What follows belongs to an exercise in optimizing a design on an open flow for small area and a short achievable clock period; a production flow would make more cautious choices. RTL that was checked went through simulation tests only; none was proved equivalent to the original. The RTL of run 4 was laid out without a check of its function. Power figures rest on the tool's default switching activity, not on a simulated workload.

==> flow/design.v, too long to show whole: its modules and the start of the top module <==
// module kernelRegs: 67 lines
// module windowBuffer: 42 lines
// module convMac: 2310 lines
// module fullAdder: 10 lines
// module maxPool: 52 lines
// module gtCompare: 149 lines
// module gtNodeP: 11 lines
// module gtNodeN: 11 lines
// module convPoolLayer: 56 lines
module convPoolLayer (
    input  logic               clock,
    input  logic               rstN,
    input  logic               pixValid,
    input  cnnPkg::pixelT      pixData,
    input  logic               coefValid,
    input  cnnPkg::coefWriteT  coefWr,
    output logic               poolValid,
    output cnnPkg::poolSampleT poolOut
);
  // ...
==> flow/run.sh <==
#!/bin/bash
# synth_recipe.tcl (not shown) runs the flow's synth.tcl, then flattens the netlist and writes it again
# the make line also repeats each setting of config.mk as NAME=value (left out here)
make -C /OpenROAD-flow-scripts/flow DESIGN_CONFIG=/design/flow/config.mk WORK_HOME=/design/flow/orfs CLKGATE_MAP_FILE= SYNTH_SCRIPT=/design/flow/synth_recipe.tcl finish
==> flow/config.mk <==
export PLATFORM = sky130hd
export DESIGN_NAME = convPoolLayer
export DESIGN_NICKNAME = convPoolLayer
export VERILOG_FILES = /design/flow/design.v
export SDC_FILE = /design/flow/constraint.sdc
export NUM_CORES = 4
export LEC_CHECK = 0
export CAP_MARGIN = 20
export CORE_MARGIN = 2
export CORE_UTILIZATION = 65
export CTS_CLUSTER_DIAMETER = 80
export CTS_CLUSTER_SIZE = 20
export SETUP_SLACK_MARGIN = 4.0
export SLEW_MARGIN = 20
export SYNTH_HIERARCHICAL = 1
==> flow/constraint.sdc <==
create_clock -name core_clock -period 6.5 [get_ports {clock}]
set_input_delay 1.3000 -clock core_clock [delete_from_list [all_inputs] [get_ports {clock}]]
set_output_delay 1.3000 -clock core_clock [all_outputs]
set_load 0.01 [all_outputs]
==> impl_metrics.env, run 1 <==
export IMPL_met1_usage_pct=44.29
export IMPL_start_util_pct=65.83
export IMPL_largest_reg_flops=152
export IMPL_fillers=3262
export IMPL_routed_wl_um=75600
export IMPL_multi_input_cells=1285
export IMPL_dp_slack_ns=3.216
export IMPL_setup_ws_ns=4.018
export IMPL_cp_startpoint="uMaxPool.pairQ[0][4]"
export IMPL_finalHoldViolCount=0
export IMPL_p_clk_share_pct=14.8
export IMPL_clkbuf_count=60
export IMPL_status="timing/DRC/antenna clean"
export IMPL_reg_top3="uWindowBuffer.shift x152, uKernelRegs.wenc x108, uMaxPool.pairQ x38"
export IMPL_met2_usage_pct=49.88
export IMPL_rsz0062_at_grt="yes"
export IMPL_regArea_mm2=0.01570
export IMPL_num_tap_cells=615
export IMPL_cts_made_buffers=40
export IMPL_seq_share_pct=47.06
export IMPL_cp_top_family="flip-flops"
export IMPL_hold_ws_ns=0.3364
export IMPL_cts_clk_slew_worst_paths_ns=0.08
export IMPL_num_antenna_cells=0
export IMPL_crit_path_max_incr_delay_ns=0.43
export IMPL_vdd_drop_max_uv=288.5
export IMPL_fin_tns_setup_ns=0
export IMPL_switchingPower_mw=6.611
export IMPL_cp_slowest_cell="edfxtp_1"
export IMPL_drv_slew=0
export IMPL_layout_commonest_cell="fa_1"
export IMPL_comb_power_share_pct=45.1
export IMPL_reg2reg_slack_ns=4.09
export IMPL_met1_length_um=31130
export IMPL_hold_path_class="register to register"
export IMPL_critical_path_class="register to output port"
export IMPL_cts_hold_buffers_added=0
export IMPL_final_core_util_pct=70.02
export IMPL_p_int_mw=10.74
export IMPL_multi_input_area_share_pct=44.18
export IMPL_wl_met2_um=35630
export IMPL_cp_data_arrival_time_ns=1.18
export IMPL_powerComb_mw=7.83
export IMPL_routabilityCongestion=0.9400
==> module maxPool, before the edit <==
module maxPool (
    input  logic        clock,
    input  logic        rstN,
    input  logic        convValid,
    input  logic [18:0] conv,
    output logic        poolValid,
    output logic [23:0] poolOut
);
    logic [2:0] convRow;
    logic [2:0] convCol;
    logic signed [18:0] other;
    logic signed [18:0] pairQ [2];
    logic signed [18:0] value;
    logic               greater;
    logic               takeOther;
    logic [3:0]         poolPos;
    assign value = conv;
    gtCompare uGreater (
        .a  (value),
        .b  (other),
        .gt (greater)
    );
    assign takeOther = convValid && (convCol[0] || !convRow[0] || greater);
    always_ff @(posedge clock or negedge rstN) begin
        if (!rstN) begin
            convRow   <= '0;
            convCol   <= '0;
            poolValid <= 1'b0;
        end else begin
            poolValid <= convValid && convRow[0] && convCol[0];
            if (convValid) begin
                if (convCol == 3'd5) begin
                    convCol <= '0;
                    convRow <= (convRow == 3'd5) ? 3'd0 : convRow + 1'b1;
                end else begin
                    convCol <= convCol + 1'b1;
                end
            end
        end
    end
    always_ff @(posedge clock) begin
        if (takeOther) begin
            other <= convCol[0] ? pairQ[1] : value;
        end
        if (convValid && convCol[0]) begin
            pairQ[0] <= greater ? value : other;
            pairQ[1] <= pairQ[0];
        end
        poolPos <= {convRow[2:1], convCol[2:1]};
    end
    assign poolOut = {pairQ[0][18], pairQ[0], poolPos};
endmodule
==> module gtCompare, before the edit <==
module gtCompare (
    input  logic [18:0] a,
    input  logic [18:0] b,
    output logic        gt
);
    logic g0_0;
    logic e0_0;
    logic g0_1;
    logic e0_1;
    logic g0_2;
    logic e0_2;
    logic g0_3;
    logic e0_3;
    logic g0_4;
    logic e0_4;
    logic g0_5;
    logic e0_5;
    logic g0_6;
    logic e0_6;
    logic g0_7;
    logic e0_7;
    logic g0_8;
    logic e0_8;
    logic g0_9;
    logic e0_9;
    logic g0_10;
    logic e0_10;
    logic g0_11;
    logic e0_11;
    logic g0_12;
    logic e0_12;
    logic g0_13;
    logic e0_13;
    logic g0_14;
    logic e0_14;
    logic g0_15;
    logic e0_15;
    logic g0_16;
    logic e0_16;
    logic g0_17;
    logic e0_17;
    logic g0_18;
    logic e0_18;
    logic g1_0;
    logic e1_0;
    logic g1_1;
    logic e1_1;
    logic g1_2;
    logic e1_2;
    logic g1_3;
    logic e1_3;
    logic g1_4;
    logic e1_4;
    logic g1_5;
    logic e1_5;
    logic g1_6;
    logic e1_6;
    logic g1_7;
    logic e1_7;
    logic g1_8;
    logic e1_8;
    logic g1_9;
    logic e1_9;
    logic g2_0;
    logic e2_0;
    logic g2_1;
    logic e2_1;
    logic g2_2;
    logic e2_2;
    logic g2_3;
    logic e2_3;
    logic g2_4;
    logic e2_4;
    logic g3_0;
    logic e3_0;
    logic g3_1;
    logic e3_1;
    logic g3_2;
    logic e3_2;
    logic g4_0;
    logic e4_0;
    logic g4_1;
    logic e4_1;
    logic g5_0;
    logic e5_0;
    assign g0_0 = a[0] & ~b[0];
    assign e0_0 = ~(a[0] ^ b[0]);
    assign g0_1 = a[1] & ~b[1];
    assign e0_1 = ~(a[1] ^ b[1]);
    assign g0_2 = a[2] & ~b[2];
    assign e0_2 = ~(a[2] ^ b[2]);
    assign g0_3 = a[3] & ~b[3];
    assign e0_3 = ~(a[3] ^ b[3]);
    assign g0_4 = a[4] & ~b[4];
    assign e0_4 = ~(a[4] ^ b[4]);
    assign g0_5 = a[5] & ~b[5];
    assign e0_5 = ~(a[5] ^ b[5]);
    assign g0_6 = a[6] & ~b[6];
    assign e0_6 = ~(a[6] ^ b[6]);
    assign g0_7 = a[7] & ~b[7];
    assign e0_7 = ~(a[7] ^ b[7]);
    assign g0_8 = a[8] & ~b[8];
    assign e0_8 = ~(a[8] ^ b[8]);
    assign g0_9 = a[9] & ~b[9];
    assign e0_9 = ~(a[9] ^ b[9]);
    assign g0_10 = a[10] & ~b[10];
    assign e0_10 = ~(a[10] ^ b[10]);
    assign g0_11 = a[11] & ~b[11];
    assign e0_11 = ~(a[11] ^ b[11]);
    assign g0_12 = a[12] & ~b[12];
    assign e0_12 = ~(a[12] ^ b[12]);
    assign g0_13 = a[13] & ~b[13];
    assign e0_13 = ~(a[13] ^ b[13]);
    assign g0_14 = a[14] & ~b[14];
    assign e0_14 = ~(a[14] ^ b[14]);
    assign g0_15 = a[15] & ~b[15];
    assign e0_15 = ~(a[15] ^ b[15]);
    assign g0_16 = a[16] & ~b[16];
    assign e0_16 = ~(a[16] ^ b[16]);
    assign g0_17 = a[17] & ~b[17];
    assign e0_17 = ~(a[17] ^ b[17]);
    assign g0_18 = ~a[18] & b[18];
    assign e0_18 = ~(a[18] ^ b[18]);
    gtNodeP uN1_0 (.gh(g0_1), .eh(e0_1), .gl(g0_0), .el(e0_0), .g(g1_0), .e(e1_0));
    gtNodeP uN1_1 (.gh(g0_3), .eh(e0_3), .gl(g0_2), .el(e0_2), .g(g1_1), .e(e1_1));
    gtNodeP uN1_2 (.gh(g0_5), .eh(e0_5), .gl(g0_4), .el(e0_4), .g(g1_2), .e(e1_2));
    gtNodeP uN1_3 (.gh(g0_7), .eh(e0_7), .gl(g0_6), .el(e0_6), .g(g1_3), .e(e1_3));
    gtNodeP uN1_4 (.gh(g0_9), .eh(e0_9), .gl(g0_8), .el(e0_8), .g(g1_4), .e(e1_4));
    gtNodeP uN1_5 (.gh(g0_11), .eh(e0_11), .gl(g0_10), .el(e0_10), .g(g1_5), .e(e1_5));
    gtNodeP uN1_6 (.gh(g0_13), .eh(e0_13), .gl(g0_12), .el(e0_12), .g(g1_6), .e(e1_6));
    gtNodeP uN1_7 (.gh(g0_15), .eh(e0_15), .gl(g0_14), .el(e0_14), .g(g1_7), .e(e1_7));
    gtNodeP uN1_8 (.gh(g0_17), .eh(e0_17), .gl(g0_16), .el(e0_16), .g(g1_8), .e(e1_8));
    assign g1_9 = ~g0_18;
    assign e1_9 = ~e0_18;
    gtNodeN uN2_0 (.gh(g1_1), .eh(e1_1), .gl(g1_0), .el(e1_0), .g(g2_0), .e(e2_0));
    gtNodeN uN2_1 (.gh(g1_3), .eh(e1_3), .gl(g1_2), .el(e1_2), .g(g2_1), .e(e2_1));
    gtNodeN uN2_2 (.gh(g1_5), .eh(e1_5), .gl(g1_4), .el(e1_4), .g(g2_2), .e(e2_2));
    gtNodeN uN2_3 (.gh(g1_7), .eh(e1_7), .gl(g1_6), .el(e1_6), .g(g2_3), .e(e2_3));
    gtNodeN uN2_4 (.gh(g1_9), .eh(e1_9), .gl(g1_8), .el(e1_8), .g(g2_4), .e(e2_4));
    gtNodeP uN3_0 (.gh(g2_1), .eh(e2_1), .gl(g2_0), .el(e2_0), .g(g3_0), .e(e3_0));
    gtNodeP uN3_1 (.gh(g2_3), .eh(e2_3), .gl(g2_2), .el(e2_2), .g(g3_1), .e(e3_1));
    assign g3_2 = ~g2_4;
    assign e3_2 = ~e2_4;
    gtNodeN uN4_0 (.gh(g3_1), .eh(e3_1), .gl(g3_0), .el(e3_0), .g(g4_0), .e(e4_0));
    assign g4_1 = ~g3_2;
    assign e4_1 = ~e3_2;
    gtNodeP uN5_0 (.gh(g4_1), .eh(e4_1), .gl(g4_0), .el(e4_0), .g(g5_0), .e(e5_0));
    assign gt = ~g5_0;
endmodule
==> inputs of run 2 (changes only) <==
--- a/flow/design.v
+++ b/flow/design.v
@@ -2493,11 +2493,13 @@
     logic [3:0]         poolPos;
     assign value = conv;
     gtCompare uGreater (
-        .a  (value),
-        .b  (other),
-        .gt (greater)
+        .a      (value),
+        .b      (other),
+        .first  (!convRow[0] && !convCol[0]),
+        .first2 (convCol[0] || !convRow[0]),
+        .gt     (greater),
+        .gt2    (takeOther)
     );
-    assign takeOther = convValid && (convCol[0] || !convRow[0] || greater);
     always_ff @(posedge clock or negedge rstN) begin
         if (!rstN) begin
             convRow   <= '0;
@@ -2516,7 +2518,7 @@
         end
     end
     always_ff @(posedge clock) begin
-        if (takeOther) begin
+        if (convValid && takeOther) begin
             other <= convCol[0] ? pairQ[1] : value;
         end
         if (convValid && convCol[0]) begin
@@ -2530,7 +2532,10 @@
 module gtCompare (
     input  logic [18:0] a,
     input  logic [18:0] b,
-    output logic        gt
+    input  logic        first,
+    input  logic        first2,
+    output logic        gt,
+    output logic        gt2
 );
     logic g0_0;
     logic e0_0;
@@ -2610,8 +2615,6 @@
     logic e4_0;
     logic g4_1;
     logic e4_1;
-    logic g5_0;
-    logic e5_0;
     assign g0_0 = a[0] & ~b[0];
     assign e0_0 = ~(a[0] ^ b[0]);
     assign g0_1 = a[1] & ~b[1];
@@ -2673,8 +2676,17 @@
     gtNodeN uN4_0 (.gh(g3_1), .eh(e3_1), .gl(g3_0), .el(e3_0), .g(g4_0), .e(e4_0));
     assign g4_1 = ~g3_2;
     assign e4_1 = ~e3_2;
-    gtNodeP uN5_0 (.gh(g4_1), .eh(e4_1), .gl(g4_0), .el(e4_0), .g(g5_0), .e(e5_0));
-    assign gt = ~g5_0;
+    gtTopP uTop_gt (.gh(g4_1), .eh(e4_1), .gl(g4_0), .first(first), .gt(gt));
+    gtTopP uTop_gt2 (.gh(g4_1), .eh(e4_1), .gl(g4_0), .first(first2), .gt(gt2));
+endmodule
+module gtTopP (
+    input  logic gh,
+    input  logic eh,
+    input  logic gl,
+    input  logic first,
+    output logic gt
+);
+    assign gt = first | gh | (eh & gl);
 endmodule
 module gtNodeP (
     input  logic gh,
--- a/flow/config.mk
+++ b/flow/config.mk
@@ -8,6 +8,7 @@
 export CAP_MARGIN = 20
 export CORE_MARGIN = 2
 export CORE_UTILIZATION = 65
+export CTS_BUF_LIST = sky130_fd_sc_hd__clkbuf_8 sky130_fd_sc_hd__clkbuf_16
 export CTS_CLUSTER_DIAMETER = 80
 export CTS_CLUSTER_SIZE = 20
 export SETUP_SLACK_MARGIN = 4.0
==> run 2 against run 1 <==
Compared with the run above: area after synthesis up 0.14%; die area up 0.14%; sequential power about the same; clock-buffer cell count down 17; critical path type unchanged; largest power group unchanged.
==> impl_metrics.env, run 2 <==
export IMPL_status="timing/DRC/antenna clean"
export IMPL_largest_reg_flops=152
export IMPL_grt_pass1_vias=17560
export IMPL_place_area_mm2=0.03216
export IMPL_core_rowCount=80
export IMPL_firstDrtPassIters=6
export IMPL_synth_nets=2587
export IMPL_skew_ns=0.01740
export IMPL_grt_pass1_wl_um=113400
export IMPL_cp_data_arrival_time_ns=1.16
export IMPL_clock_latency_ns=0.59
export IMPL_cp_top_family="flip-flops"
export IMPL_met3_usage_pct=5.037
export IMPL_top_usage_layer="met2"
export IMPL_core_mm2=0.04775
export IMPL_start_util_pct=65.79
export IMPL_die_w_um=223.8
export IMPL_p_seq_share_pct=40.1
export IMPL_critical_path_class="register to output port"
export IMPL_vias_per_cell=6.134
export IMPL_grt_max_degree=98
export IMPL_reg2reg_slack_ns=4.11
export IMPL_regMostFlops="uWindowBuffer.shift"
export IMPL_die_h_um=223.8
export IMPL_worst_setup_path_start_kind="register"
export IMPL_die_area_mm2=0.05010
export IMPL_hold_path_depth=0
export IMPL_root_buffer="clkbuf_16"
export IMPL_finalHoldViolCount=0
export IMPL_hold_path_class="register to register"
export IMPL_final_antenna_net_count=0
export IMPL_antenna_found_initial=5
export IMPL_p_leak_nw=12.66
export IMPL_worstReg2RegStart="uWindowBuffer.shift[10][7]"
export IMPL_p_clk_share_pct=14.5
export IMPL_routabilityCongestion=0.9021
export IMPL_whs_endpoint="uConvMac.s3r231"
export IMPL_drc=0
export IMPL_ys_warn_count=13
export IMPL_area_delta_synth_final_pct=5.979
export IMPL_comb_power_share_pct=45.4
export IMPL_r2r_cells=4
export IMPL_met2_usage_pct=50.18
export IMPL_cts_sinks=637
export IMPL_wl_per_cell_um=27.34
export IMPL_crit_path_end_kind="output port"
export IMPL_fmax_mhz=406.4
export IMPL_drv_slew=0
export IMPL_cts_tree="built"
export IMPL_drive_above_1_share_pct=12.78
export IMPL_io_buffers=48
export IMPL_vdd_drop_max_uv=318.7
export IMPL_ctsLongestPathBuffers=3
export IMPL_path_buf_inv=1
export IMPL_cts_made_buffers=39
export IMPL_crit_path_max_incr_delay_ns=0.31
export IMPL_met1_usage_pct=44.29
export IMPL_tightestPinTransition_ns=1.199
export IMPL_via_count=17020
export IMPL_num_antenna_cells=0
export IMPL_path_max_fanout=1
export IMPL_setup_viol=0
export IMPL_slew_headroom_pct=19.93
export IMPL_cp_cell_sequence="dlygate4sd2_1"
export IMPL_finalInstanceArea_mm2=0.03329
export IMPL_drtIter0Drc=1561
export IMPL_cts_htree_levels=2
export IMPL_io_pins=49
export IMPL_min_from="uConvMac.s2r170"
export IMPL_rsz0062_at_grt="no"
export IMPL_cts_clk_slew_worst_paths_ns=0.08
export IMPL_p_sw_share_pct=38.30
export IMPL_mappedNetlistArea_mm2=0.03141
export IMPL_grt_use_total_pct=31.58
export IMPL_fin_tns_setup_ns=0
export IMPL_synth_area_per_cell_um2=14.41
export IMPL_cp_slowest_cell="dfxtp_1"
export IMPL_routed_wl_um=75850
export IMPL_synthCells=2180
export IMPL_grt_ovfl_total=0
export IMPL_cap_viol_max_count=0
export IMPL_switchingPower_mw=6.623
export IMPL_reg_top3="uWindowBuffer.shift x152, uKernelRegs.wenc x108, uMaxPool.pairQ x38"
export IMPL_final_nets=2539
export IMPL_power_density_mw_per_mm2=519.4
export IMPL_cts_hold_buffers_added=0
export IMPL_post_route_min_period_ns=2.460
export IMPL_post_route_period_util_pct=37.85
export IMPL_p_int_mw=10.67
export IMPL_final_cell_mix="fa_1, xnor2_1, dfxtp_1, a22oi_1, edfxtp_1"
export IMPL_required_ns=5.20
export IMPL_r2r_end="uConvMac.s1r163"
export IMPL_layout_commonest_cell="fa_1"
export IMPL_dp_hpwl_um=56880
[run 2: metal layers]
metal | wire length, µm | share of wire, %
met1 | 31430 | 41
met2 | 36020 | 47
met3 | 5046 | 6.7
met4 | 3349 | 4.4
met5 | 0 | 0
[run 2: worst max path at each step]
stage,depth (start not counted),slack (ns),end,start
global route,1,4.00,poolOut[1],uMaxPool.poolPos[1]
CTS,1,3.85,poolOut[8],uMaxPool.pairQ[0][4]
floorplan,10,4.33,uMaxPool.pairQ[0][0],uMaxPool.other[15]
detailed placement,2,3.31,uWindowBuffer.shift[18][7],pixValid
global placement,2,3.38,uWindowBuffer.shift[18][1],pixValid
finish,1,4.04,poolOut[1],uMaxPool.poolPos[1]
[run 2: area by class of cell]
| class | instances | area (µm²) |
|---|---|---|
| Clock inverter | 25 | 126.4 |
| Timing Repair Buffer | 60 | 471.7 |
| Inverter | 107 | 401.6 |
| Multi-Input combinational cell | 1287 | 14750 |
| Sequential cell | 637 | 15700 |
| Clock buffer | 43 | 1065 |
| Fill cell | 3282 | 14460 |
| Tap cell | 615 | 769.5 |
[run 2: stage by stage]
stage | utilization (%) | instances | worst slack [ns] | hold slack [ns] | power (mW)
after global routing | 69.72 | 2774 | 4.003 | 0.3350 | 18.52
after detailed placement | 67.36 | 2702 | 3.312 | 0.3153 | 14.87
final | 69.72 | 2774 | 4.040 | 0.3291 | 17.29
after floorplan | - | 2180 | 4.334 | 0.3096 | 11.68
after global placement | 67.33 | 2701 | 3.378 | 0.3137 | 14.52
after CTS | 69.72 | 2774 | 3.854 | 0.3338 | 17.36
[run 2: what timing repair did]
| item | in CTS | in global routing |
|---|---|---|
| setup endpoints to repair | 125 | 21 |
| buffers inserted | 4 | 0 |
| resized for setup | 87 | 6 |
[run 2: power by group through the flow]
| stage | sequential (mW) | clock [mW] | combinational, mW |
|---|---|---|---|
| 2_1_floorplan | 6.40 | 0 | 5.27 |
| 3_3_place_gp | 6.97 | 0 | 7.55 |
| 3_5_place_dp | 7.02 | 0 | 7.85 |
| 4_1_cts | 6.94 | 2.55 | 7.87 |
| 5_1_grt | 7.09 | 2.68 | 8.75 |
| 6_report | 6.94 | 2.51 | 7.84 |
==> inputs of run 3 (changes only) <==
--- a/flow/config.mk
+++ b/flow/config.mk
@@ -8,7 +8,6 @@
 export CAP_MARGIN = 20
 export CORE_MARGIN = 2
 export CORE_UTILIZATION = 65
-export CTS_BUF_LIST = sky130_fd_sc_hd__clkbuf_8 sky130_fd_sc_hd__clkbuf_16
 export CTS_CLUSTER_DIAMETER = 80
 export CTS_CLUSTER_SIZE = 20
 export SETUP_SLACK_MARGIN = 4.0
==> run 3 against run 2 <==
Compared with the run above: clock skew grew 0.0012 ns; non-clock buffer count unchanged; final cell count is the same; clock-buffer cell count increased by 22; design area unchanged; first-iteration DRC count grew 1.3%; critical path type unchanged; critical endpoint unchanged.
==> impl_metrics.env, run 3 <==
export IMPL_status="timing/DRC/antenna clean"
export IMPL_synthCells=2180
export IMPL_path_max_fanout=1
export IMPL_worst_setup_path_start_kind="register"
export IMPL_drive_above_1_share_pct=12.78
export IMPL_tightestPinTransition_ns=1.179
export IMPL_wl_per_cell_um=27.31
export IMPL_met2_usage_pct=50.18
export IMPL_fmax_mhz=406.5
export IMPL_reg_top3="uWindowBuffer.shift x152, uKernelRegs.wenc x108, uMaxPool.pairQ x38"
export IMPL_grt_pass1_vias=17550
export IMPL_final_cell_mix="fa_1, xnor2_1, dfxtp_1, a22oi_1, edfxtp_1"
export IMPL_cts_made_buffers=39
export IMPL_post_route_period_util_pct=37.85
export IMPL_cp_slowest_cell="dfxtp_1"
export IMPL_ys_warn_count=13
export IMPL_regMostFlops="uWindowBuffer.shift"
export IMPL_core_rowCount=80
export IMPL_grt_ovfl_total=0
export IMPL_skew_ns=0.01863
export IMPL_layout_commonest_cell="fa_1"
export IMPL_vdd_drop_max_uv=315.9
export IMPL_drc=0
export IMPL_grt_pass1_wl_um=113400
export IMPL_vias_per_cell=6.124
export IMPL_cts_tree="built"
export IMPL_root_buffer="clkbuf_16"
export IMPL_drv_slew=0
export IMPL_via_count=16990
export IMPL_start_util_pct=65.79
export IMPL_cts_sinks=637
export IMPL_p_seq_share_pct=40.0
export IMPL_cp_cell_sequence="dlygate4sd2_1"
export IMPL_cts_clk_slew_worst_paths_ns=0.08
export IMPL_post_route_min_period_ns=2.460
export IMPL_drtIter0Drc=1581
export IMPL_hold_path_class="register to register"
export IMPL_setup_viol=0
export IMPL_ctsLongestPathBuffers=3
export IMPL_finalHoldViolCount=0
export IMPL_routed_wl_um=75760
export IMPL_top_usage_layer="met2"
export IMPL_p_leak_nw=12.57
export IMPL_cp_data_arrival_time_ns=1.16
export IMPL_worstReg2RegStart="uMaxPool.other[1]"
export IMPL_clock_latency_ns=0.59
export IMPL_p_sw_share_pct=38.22
export IMPL_synth_area_per_cell_um2=14.41
export IMPL_grt_max_degree=98
export IMPL_io_pins=49
export IMPL_critical_path_class="register to output port"
export IMPL_final_nets=2539
export IMPL_met3_usage_pct=5.037
export IMPL_switchingPower_mw=6.619
export IMPL_cts_htree_levels=2
export IMPL_path_buf_inv=1
export IMPL_die_h_um=223.8
export IMPL_die_w_um=223.8
export IMPL_fin_tns_setup_ns=0
export IMPL_crit_path_max_incr_delay_ns=0.31
export IMPL_final_cells=2774
export IMPL_grt_use_total_pct=31.58
export IMPL_cp_startpoint="uMaxPool.poolPos[1]"
export IMPL_final_antenna_net_count=0
export IMPL_cp_top_family="flip-flops"
export IMPL_p_clk_share_pct=14.7
export IMPL_slew_headroom_pct=21.27
export IMPL_routabilityCongestion=0.9021
export IMPL_p_int_mw=10.70
export IMPL_dp_slack_ns=3.312
export IMPL_rsz0062_at_grt="no"
export IMPL_die_area_mm2=0.05010
export IMPL_dp_cells=2702
export IMPL_io_buffers=48
export IMPL_antenna_found_initial=5
export IMPL_power_density_mw_per_mm2=520.3
export IMPL_fillers=3282
export IMPL_min_from="uConvMac.s2r170"
export IMPL_met1_usage_pct=44.29
export IMPL_required_ns=5.20
export IMPL_area_delta_synth_final_pct=5.979
export IMPL_dp_hpwl_um=56880
export IMPL_setup_ws_ns=4.040
export IMPL_cap_viol_max_count=0
export IMPL_crit_path_end_kind="output port"
export IMPL_num_antenna_cells=0
export IMPL_mappedNetlistArea_mm2=0.03141
export IMPL_largest_reg_flops=152
export IMPL_core_mm2=0.04775
export IMPL_comb_power_share_pct=45.3
export IMPL_firstDrtPassIters=6
export IMPL_synth_nets=2587
## run 3: worst paths after layout
path	endpoint	slack (ns)	cells past startpoint
min in group asynchronous	uKernelRegs.wrValid	0.69	1
setup / recovery	poolOut[1]	4.04	1
setup reg to reg	uMaxPool.pairQ[0][1]	4.13	8
hold reg to reg	uConvMac.s3r231	0.33	0
hold / removal	uConvMac.s3r231	0.33	0
max in group asynchronous	uMaxPool.convCol[0]	4.42	2
## run 3: repair_timing
action / 4_1_cts / 5_1_grt
setup buffers: 4 / 0
endpoints found under the setup margin: 125 / 21
hold buffers: 0 / 0
resized for setup: 87 / 6
## run 3: stage by stage
step	hold slack, ns	total power, mW	instance area [µm²]	util, %
global route	0.3350	18.55	33290	69.72
floorplan	0.3096	11.68	31410	-
detailed placement	0.3153	14.87	32160	67.36
finish	0.3288	17.32	33290	69.72
global placement	0.3137	14.52	32150	67.33
CTS	0.3328	17.40	33290	69.72
## run 3: power groups by stage
| stage | clock network, mW | logic, mW | registers (mW) |
|---|---|---|---|
| final | 2.54 | 7.84 | 6.94 |
| after detailed placement | 0 | 7.85 | 7.02 |
| after CTS | 2.59 | 7.87 | 6.94 |
| after floorplan | 0 | 5.27 | 6.40 |
| after global placement | 0 | 7.55 | 6.97 |
| after global routing | 2.71 | 8.75 | 7.09 |
## run 3: final cells by class
| class | count | area [µm²] | share of cell area, % |
|---|---|---|---|
| Clock buffer | 65 | 1147 | 3.447 |
| Sequential cell | 637 | 15700 | 47.17 |
| Inverter | 107 | 401.6 | 1.206 |
| Clock inverter | 3 | 43.79 | 0.1315 |
| Multi-Input combinational cell | 1287 | 14750 | 44.32 |
| Tap cell | 615 | 769.5 | 2.312 |
| Timing Repair Buffer | 60 | 471.7 | 1.417 |
## run 3: layer usage
layer | part of all wire, % | up-vias | routed length [µm]
li1 | - | 7289 | -
met1 | 42 | 8957 | 31550
met2 | 47 | 613 | 35980
met3 | 6.5 | 129 | 4889
met4 | 4.4 | 0 | 3339
met5 | 0 | - | 0
==> module windowBuffer, before the edit <==
module windowBuffer (
    input  logic        clock,
    input  logic        rstN,
    input  logic        pixValid,
    input  logic [7:0]  pixData,
    output logic        winValid,
    output logic [71:0] pix
);
    logic [2:0] rowCnt;
    logic [2:0] colCnt;
    logic [7:0] shift [19];
    always_ff @(posedge clock or negedge rstN) begin
        if (!rstN) begin
            rowCnt   <= '0;
            colCnt   <= '0;
            winValid <= 1'b0;
        end else begin
            winValid <= pixValid && rowCnt >= 3'd2 && colCnt >= 3'd2;
            if (pixValid) begin
                colCnt <= colCnt + 1'b1;
                if (colCnt == 3'd7) begin
                    rowCnt <= rowCnt + 1'b1;
                end
            end
        end
    end
    always_ff @(posedge clock) begin
        if (pixValid) begin
            shift[0] <= pixData;
            for (int k = 1; k < 19; k++) begin
                shift[k] <= shift[k-1];
            end
        end
    end
    always_comb begin
        for (int kr = 0; kr < 3; kr++) begin
            for (int kc = 0; kc < 3; kc++) begin
                pix[8*(3*kr+kc) +: 8] = shift[8*(2-kr) + (2-kc)];
            end
        end
    end
endmodule
==> inputs of run 4 (changes only) <==
--- a/flow/design.v
+++ b/flow/design.v
@@ -137,9 +137,17 @@
             end
         end
     end
+    logic shiftNext;
+    always_ff @(posedge clock or negedge rstN) begin
+        if (!rstN) begin
+            shiftNext <= 1'b0;
+        end else begin
+            shiftNext <= pixValid;
+        end
+    end
     always_ff @(posedge clock) begin
-        if (pixValid) begin
-            shift[0] <= pixData;
+        shift[0] <= pixData;
+        if (shiftNext) begin
             for (int k = 1; k < 19; k++) begin
                 shift[k] <= shift[k-1];
             end
==> run 4 against run 3 <==
Compared with the run above: critical path depth unchanged; non-clock buffer count decreased by 1; routed wire length decreased by 0.67%; largest cell class unchanged; area after synthesis decreased by 0.18%; power decreased by 0.51%; sequential power about the same; design area decreased by 0.12%; highest routed layer is now met5; final cell count increased by 0.11%; critical path type unchanged; first-iteration DRC count increased by 15%; combinational power decreased by 1%; still clean on timing, DRC and antenna.
==> impl_metrics.env, run 4 <==
export IMPL_grt_pass1_vias=17550
export IMPL_drv_slew=0
export IMPL_grt_pass1_wl_um=112700
export IMPL_final_cells=2777
export IMPL_die_w_um=223.6
export IMPL_drive_above_1_share_pct=12.78
export IMPL_vias_per_cell=6.093
export IMPL_hold_ws_ns=0.3328
export IMPL_fin_tns_setup_ns=0
export IMPL_slew_headroom_pct=21.65
export IMPL_root_buffer="clkbuf_16"
export IMPL_io_pins=49
export IMPL_top_layer="met5"
export IMPL_setup_viol=0
export IMPL_p_int_mw=10.67
export IMPL_final_nets=2539
export IMPL_area_delta_synth_final_pct=6.033
export IMPL_reg_top3="uWindowBuffer.shift x152, uKernelRegs.wenc x108, uMaxPool.pairQ x38"
export IMPL_dp_hpwl_um=56820
export IMPL_p_seq_share_pct=40.3
export IMPL_clock_latency_ns=0.59
export IMPL_final_antenna_net_count=0
export IMPL_dp_slack_ns=3.811
export IMPL_p_sw_share_pct=38.09
export IMPL_synthCells=2181
export IMPL_vdd_drop_max_uv=357.7
export IMPL_fmax_mhz=405.0
export IMPL_p_leak_nw=12.57
export IMPL_cp_cell_sequence="buf_2"
export IMPL_wl_per_cell_um=27.10
export IMPL_cp_data_arrival_time_ns=1.17
export IMPL_crit_path_end_kind="output port"
export IMPL_cts_htree_levels=2
export IMPL_dp_cells=2701
export IMPL_cp_slowest_cell="edfxtp_1"
export IMPL_p_clk_share_pct=14.8
export IMPL_post_route_min_period_ns=2.469
export IMPL_core_mm2=0.04765
export IMPL_layout_commonest_cell="fa_1"
export IMPL_routabilityCongestion=0.9227
export IMPL_drc=0
export IMPL_start_util_pct=65.81
export IMPL_cp_top_family="flip-flops"
export IMPL_die_h_um=223.6
export IMPL_hold_path_class="register to register"
export IMPL_power_density_mw_per_mm2=518.3
export IMPL_comb_power_share_pct=44.9
export IMPL_path_max_fanout=3
export IMPL_io_buffers=48
export IMPL_grt_max_degree=76
export IMPL_grt_use_total_pct=31.27
export IMPL_switchingPower_mw=6.563
export IMPL_finalHoldViolCount=0
export IMPL_wl_met2_um=35580
export IMPL_rsz0062_at_grt="yes"
export IMPL_cts_sinks=638
export IMPL_critical_path_class="register to output port"
export IMPL_via_count=16920
export IMPL_skew_ns=0.02568
export IMPL_ctsLongestPathBuffers=3
export IMPL_met1_length_um=32020
export IMPL_ys_warn_count=13
export IMPL_cts_made_buffers=39
export IMPL_wl_met3_um=4939
export IMPL_synth_area_per_cell_um2=14.38
export IMPL_mappedNetlistArea_mm2=0.03136
export IMPL_die_area_mm2=0.05001
export IMPL_regMostFlops="uWindowBuffer.shift"
export IMPL_crit_path_max_incr_delay_ns=0.43
export IMPL_setup_ws_ns=4.031
export IMPL_cts_tree="built"
export IMPL_grt_ovfl_total=0
export IMPL_tightestPinTransition_ns=1.170
export IMPL_cap_viol_max_count=0
export IMPL_antenna_found_initial=2
export IMPL_largest_reg_flops=152
export IMPL_required_ns=5.20
export IMPL_synth_nets=2588
export IMPL_routed_wl_um=75250
export IMPL_drtIter0Drc=1812
export IMPL_worst_setup_path_start_kind="register"
export IMPL_core_rowCount=80
export IMPL_status="timing/DRC/antenna clean"
export IMPL_final_cell_mix="fa_1, xnor2_1, dfxtp_1, a22oi_1, edfxtp_1"
export IMPL_cts_clk_slew_worst_paths_ns=0.08
export IMPL_cts_hold_buffers_added=0
export IMPL_post_route_period_util_pct=37.99
export IMPL_firstDrtPassIters=6
export IMPL_path_buf_inv=1
## run 4: path summary, 6_finish.rpt
kind | start | end | slack [ns] | cells past startpoint
worst min-delay path | uConvMac.s2r228 | uConvMac.s3r257 | 0.33 | 0
worst min register to register | uConvMac.s2r228 | uConvMac.s3r257 | 0.33 | 0
worst max-delay path | uMaxPool.pairQ[0][18] | poolOut[23] | 4.03 | 1
min in group asynchronous | rstN | uKernelRegs.wrValid | 0.79 | 1
worst max register to register | uWindowBuffer.shift[2][1] | uConvMac.s1r13 | 4.13 | 4
max in group asynchronous | rstN | uWindowBuffer.shiftNext | 4.54 | 2
## run 4: metrics by stage
stage | instance area (µm²) | power (mW) | utilization, %
after global placement | 32090 | 14.54 | 67.35
after floorplan | 31360 | 11.68 | -
after detailed placement | 32090 | 14.83 | 67.36
final | 33250 | 17.23 | 69.78
after CTS | 33230 | 17.33 | 69.75
after global routing | 33240 | 18.53 | 69.77
## run 4: metal layers
| layer | global-route usage [%] | vias to the layer above |
|---|---|---|
| li1 | - | 7290 |
| met1 | 44.85 | 8825 |
| met2 | 49.92 | 681 |
| met3 | 4.433 | 122 |
| met4 | 10.65 | 2 |
| met5 | 0 | - |
## run 4: layout make-up
cell class | count | area, µm²
Fill cell | 3319 | 14400
Clock inverter | 3 | 38.79
Tap cell | 615 | 769.5
Multi-Input combinational cell | 1287 | 14770
Sequential cell | 638 | 15650
Inverter | 107 | 401.6
Clock buffer | 66 | 1159
Timing Repair Buffer | 59 | 456.7
Antenna cell | 2 | 5.005
## run 4: power groups by stage
stage / logic, mW / registers (mW) / clock network (mW)
after global routing: 8.71 / 7.09 / 2.73
after detailed placement: 7.80 / 7.03 / 0
after floorplan: 5.27 / 6.41 / 0
final: 7.74 / 6.95 / 2.55
after global placement: 7.55 / 6.99 / 0
after CTS: 7.78 / 6.95 / 2.60
## run 4: repair_timing
action,4_1_cts,5_1_grt
setup buffers,5,0
setup endpoints to repair,63,94
pin swaps,0,0
resized for setup,86,7
## run 4: worst register-to-register path, delay by kind of cell (launching register included)
family / cells / cell delay (ns)
AOI/OAI and AO/OA: 1 / 0.30
adders and majority gates: 2 / 1.17
DFF: 1 / 0.58
xor gates and xnor gates: 1 / 0.25

re-timing with driven ports:
No port has a modelled driver above. Below, the same layouts with a new extraction and two added sets of constraints.
Step 1: set_driving_cell puts a clkbuf_16 on clock and a buf_2 on each other input, an assumption about the parent block.
Step 2, shift: input delay + t, output delay - t, t = (earliest + latest rising clock arrival at the registers) / 2. This alone moves slack from input paths to output paths.
a / b / c = ideal ports / drivers / drivers and shift; a / b = the first two.
| run | t (ns) | setup slack, ns | hold WS [ns] | worst setup path at the end | clock arrival spread, ns |
|---|---|---|---|---|---|
| run 1 | 0.639 | 4.018 / 3.957 / 3.508 | 0.336 / 0.336 / 0.336 | input to register | 0.020 / 0.019 |
| run 2 | 0.636 | 4.040 / 3.980 / 3.521 | 0.329 / 0.329 / 0.329 | input to register | 0.019 / 0.020 |
| run 3 | 0.636 | 4.040 / 3.981 / 3.533 | 0.329 / 0.329 / 0.329 | input to register | 0.020 / 0.020 |
| run 4 | 0.637 | 4.031 / 3.971 / 3.935 | 0.333 / 0.333 / 0.333 | input, reset recovery | 0.029 / 0.029 |
After both steps every run listed still meets setup and hold. The setup slack of run 2, which loses most, moves by -0.060 ns with the drivers and by -0.519 ns with both steps. The worst setup slack also covers recovery checks on asynchronous resets.
